Context: an optimization exercise on an open-source flow, tuned for small area and a short achievable clock period. The choices shown serve that exercise and are no tape-out recipe.
Function was checked by simulation only, so behaviour that the tests miss may differ from the original.
Power figures rest on the tool's default switching activity, not on a simulated workload.

== P ==
==> module inst_mem_dec4, before the edit <==
module inst_mem_dec4 (
    input  logic [3:0]  a,
    output logic [15:0] y_n
);
    for (genvar k = 0; k < 16; k++) begin : g_y
        assign y_n[k] = a != 4'(k);
    end
endmodule
==> module inst_mem_array, before the edit <==
module inst_mem_array #(
    parameter int unsigned IW    = 9,
    parameter int unsigned AW    = 8,
    parameter int unsigned DEPTH = 2**AW
) (
    input  logic          clk,
    input  logic [15:0]   wr,       
    input  logic [15:0]   wc,       
    input  logic [IW-1:0] wd,
    input  logic [15:0]   rhi_n,    
    input  logic [63:0]   rlo_n,    
    output logic [IW-1:0] rq        
);
    logic [DEPTH-1:0]      we, hold;
    logic [IW-1:0]         q  [DEPTH];
    logic [IW-1:0]         y1 [DEPTH/2];    
    logic [IW-1:0]         y2 [DEPTH/4];    
    logic [IW-1:0]         y3 [DEPTH/16];   
    logic [IW-1:0]         y4 [DEPTH/32];   
    logic [IW-1:0]         y5 [DEPTH/64];   
    for (genvar i = 0; i < DEPTH; i++) begin : g_word
        inst_mem_wsel u_wsel (
            .wr (wr[i/16]), .wc (wc[i%16]), .wr_n (~wr[i/16]), .wc_n (~wc[i%16]),
            .we (we[i]), .hold (hold[i])
        );
        inst_mem_word #(.IW(IW)) u_word (
            .clk (clk), .we (we[i]), .hold (hold[i]), .wd (wd), .q (q[i])
        );
    end
    for (genvar i = 0; i < DEPTH/2; i++) begin : g_y1
        inst_mem_rpair #(.IW(IW)) u_pair (
            .sel0_n (rlo_n[(2*i)/64*16 + (2*i)%16]), .sel1_n (rlo_n[(2*i)/64*16 + (2*i+1)%16]),
            .q0 (q[2*i]), .q1 (q[2*i+1]), .y (y1[i])
        );
    end
    for (genvar i = 0; i < DEPTH/4; i++) begin : g_y2
        inst_mem_nor2 #(.IW(IW)) u_nor (.a (y1[2*i]), .b (y1[2*i+1]), .y (y2[i]));
    end
    for (genvar i = 0; i < DEPTH/16; i++) begin : g_y3
        inst_mem_nand4 #(.IW(IW)) u_nand (
            .a (y2[4*i]), .b (y2[4*i+1]), .c (y2[4*i+2]), .d (y2[4*i+3]), .y (y3[i])
        );
    end
    for (genvar i = 0; i < DEPTH/32; i++) begin : g_y4
        inst_mem_rpair #(.IW(IW)) u_pair (
            .sel0_n (rhi_n[2*i]), .sel1_n (rhi_n[2*i+1]),
            .q0 (y3[2*i]), .q1 (y3[2*i+1]), .y (y4[i])
        );
    end
    for (genvar i = 0; i < DEPTH/64; i++) begin : g_y5
        inst_mem_nor2 #(.IW(IW)) u_nor (.a (y4[2*i]), .b (y4[2*i+1]), .y (y5[i]));
    end
    inst_mem_nand4 #(.IW(IW)) u_out (
        .a (y5[0]), .b (y5[1]), .c (y5[2]), .d (y5[3]), .y (rq)
    );
endmodule
==> module inst_mem_loader, before the edit <==
module inst_mem_loader #(
    parameter int unsigned   IW    = 9,
    parameter int unsigned   AW    = 8,
    parameter int unsigned   DEPTH = 2**AW,
    parameter logic [IW-1:0] NOP   = '0
) (
    input  logic          CLK,
    input  logic          Reset,
    input  logic          load_start,
    input  logic          prog_valid,
    input  logic [IW-1:0] prog_data,
    input  logic          prog_last,
    output logic          prog_ready,
    output logic          load_done,
    output logic [AW:0]   loaded_count,
    input  logic          fetch_en,
    input  logic [AW-1:0] Address,
    output logic [IW-1:0] Instruction,
    output logic          inst_valid,
    output logic          addr_fault
);
    logic [AW-1:0] wp;
    logic          ph;
    logic          we;
    logic          in_range;
    logic          fetch_ok;
    logic [IW-1:0] rq;
    logic [15:0]   wr, wc, rhi;
    logic [63:0]   rlo_n;
    logic [IW-1:0] wd;
    assign we       = prog_ready & prog_valid & ~load_start;
    assign in_range = {1'b0, Address} < loaded_count;
    assign fetch_ok = fetch_en & load_done;
    inst_mem_array #(
        .IW    (IW),
        .AW    (AW),
        .DEPTH (DEPTH)
    ) u_array (
        .clk   (CLK),
        .wr    (wr),
        .wc    (wc),
        .wd    (wd),
        .rhi_n (~rhi),
        .rlo_n (rlo_n),
        .rq    (rq)
    );
    assign wd = prog_data ^ {IW{ph}};
    for (genvar k = 0; k < 16; k++) begin : g_dec
        assign wr[k]  = we && wp[7:4] == 4'(k);
        assign wc[k]  = wp[3:0] == 4'(k);
        assign rhi[k] = Address[7:4] == 4'(k);
    end
    for (genvar c = 0; c < 4; c++) begin : g_rlo
        inst_mem_dec4 u_dec (.a (Address[3:0]), .y_n (rlo_n[c*16 +: 16]));
    end
    always_ff @(posedge CLK or posedge Reset) begin
        if (Reset)
            ph <= 1'b0;
        else
            ph <= ~ph;
    end
    always_ff @(posedge CLK) begin
        if (load_start)
            wp <= '0;
        else if (we)
            wp <= wp + 1'b1;
    end
    always_ff @(posedge CLK or posedge Reset) begin
        if (Reset) begin
            prog_ready   <= 1'b0;
            load_done    <= 1'b0;
            loaded_count <= '0;
        end else if (load_start) begin
            prog_ready   <= 1'b1;
            load_done    <= 1'b0;
            loaded_count <= '0;
        end else if (we && (prog_last || wp == AW'(DEPTH-1))) begin
            prog_ready   <= 1'b0;
            load_done    <= 1'b1;
            loaded_count <= {1'b0, wp} + 1'b1;
        end
    end
    logic [IW-1:0] raw;
    logic [IW-1:0] other;
    logic          hit;
    always_ff @(posedge CLK)
        raw <= rq ^ {IW{ph}};
    always_ff @(posedge CLK or posedge Reset) begin
        if (Reset) begin
            inst_valid <= 1'b0;
            addr_fault <= 1'b0;
            hit        <= 1'b0;
            other      <= NOP;
        end else begin
            inst_valid <= fetch_ok;
            addr_fault <= fetch_ok & ~in_range;
            hit        <= fetch_ok & in_range;
            other      <= fetch_en ? NOP : Instruction;
        end
    end
    assign Instruction = (raw & {IW{hit}}) | other;
endmodule
export LEC_CHECK = 0
export CAP_MARGIN = 20
export CORE_MARGIN = 2
export CORE_UTILIZATION = 60
export CTS_BUF_LIST = sky130_fd_sc_hd__clkbuf_16
export CTS_CLUSTER_DIAMETER = 60
export CTS_CLUSTER_SIZE = 24
export SETUP_SLACK_MARGIN = 2.4
export SLEW_MARGIN = 20
export SYNTH_HIERARCHICAL = 1
export SYNTH_MINIMUM_KEEP_SIZE = 0
export TNS_END_PERCENT = 100
create_clock -name core_clock -period 5.0 [get_ports {CLK}]
run.sh (not shown) runs the stock make flow with config.mk's settings and CLKGATE_MAP_FILE= SYNTH_SCRIPT=/design/flow/synth_recipe.tcl, a recipe that flattens the netlist after the stock synthesis.
The final layout from P, which completed every stage, passed the timing, DRC and antenna checks at the end of the flow.
Changes in Q relative to P:
--- a/flow/design.v
+++ b/flow/design.v
@@ -65,12 +65,4 @@
     assign y = ~(a & b & c & d);
 endmodule
-module inst_mem_dec4 (
-    input  logic [3:0]  a,
-    output logic [15:0] y_n
-);
-    for (genvar k = 0; k < 16; k++) begin : g_y
-        assign y_n[k] = a != 4'(k);
-    end
-endmodule
 module inst_mem_array #(
     parameter int unsigned IW    = 9,
@@ -83,5 +75,5 @@
     input  logic [IW-1:0] wd,
     input  logic [15:0]   rhi_n,    
-    input  logic [63:0]   rlo_n,    
+    input  logic [15:0]   rlo_n,    
     output logic [IW-1:0] rq        
 );
@@ -104,5 +96,5 @@
     for (genvar i = 0; i < DEPTH/2; i++) begin : g_y1
         inst_mem_rpair #(.IW(IW)) u_pair (
-            .sel0_n (rlo_n[(2*i)/64*16 + (2*i)%16]), .sel1_n (rlo_n[(2*i)/64*16 + (2*i+1)%16]),
+            .sel0_n (rlo_n[(2*i)%16]), .sel1_n (rlo_n[(2*i+1)%16]),
             .q0 (q[2*i]), .q1 (q[2*i+1]), .y (y1[i])
         );
@@ -156,6 +148,5 @@
     logic          fetch_ok;
     logic [IW-1:0] rq;
-    logic [15:0]   wr, wc, rhi;
-    logic [63:0]   rlo_n;
+    logic [15:0]   wr, wc, rhi, rlo;
     logic [IW-1:0] wd;
     assign we       = prog_ready & prog_valid & ~load_start;
@@ -172,5 +163,5 @@
         .wd    (wd),
         .rhi_n (~rhi),
-        .rlo_n (rlo_n),
+        .rlo_n (~rlo),
         .rq    (rq)
     );
@@ -180,7 +171,5 @@
         assign wc[k]  = wp[3:0] == 4'(k);
         assign rhi[k] = Address[7:4] == 4'(k);
-    end
-    for (genvar c = 0; c < 4; c++) begin : g_rlo
-        inst_mem_dec4 u_dec (.a (Address[3:0]), .y_n (rlo_n[c*16 +: 16]));
+        assign rlo[k] = Address[3:0] == 4'(k);
     end
     always_ff @(posedge CLK or posedge Reset) begin
### Flow results
Share of synthesized area spent on multiplexers: P vs Q — no meaningful difference
The run showing the greater post-synthesis cell count is P.
Relative to P, largest net degree at the start of global routing has increased by 62 in Q.
Q | status: complete | timing, DRC, antenna: pass
The placeable core area of Q falls short of that of P by about 1.1%.
Q vs P, instance count: Q higher
Q has fraction of power consumed by the clock network above what P had.
Diff P -> Q: TritonCTS buffer count increased by 1.4% relative to the old numbers, fraction of standard cell area in multi-input logic decreased by 0.84 points relative to the old numbers, number of resized instances in the post-cts repair step grew by about 10%, area added between synthesis and finish saw an increase, fmax rose by 1.5%.
Summary: with P as the reference, routed wire length in Q moved up by a few percent.
| count of unresolved DRC violations after routing | Q vs P | ≈ equal |
For the worst path setup slack after routing, Q came in 0.041 ns higher than P did.

==> static timing again, ports no longer ideal <==
The flow's constraints put no driver on any port. The routed layouts listed below were extracted and timed again, unchanged, in two steps.
Step 1 assumes that a clkbuf_16 drives the clock port and a buf_2 every other input.
Step 2, shift: input delay + t, output delay - t, t = (earliest + latest rising clock arrival at the registers) / 2. This alone moves slack from input paths to output paths.
Three values: no drivers, after step 1, after step 2; two values: the first two.
run | t, ns | slack for setup (ns) | latest minus earliest clock arrival (ns) | worst register clock-pin slew, ns | cell pins on the clock port's net
P | 0.887 | 2.156 / 1.915 / 1.027 | 0.042 / 0.041 | 0.10 / 0.10 | 1
Q | 0.885 | 2.197 / 2.129 / 1.344 | 0.030 / 0.030 | 0.10 / 0.10 | 1
After both steps setup and hold are still met in every run listed. For P, which loses most, drivers alone change the setup slack by -0.241 ns; drivers and shift together by -1.129 ns.
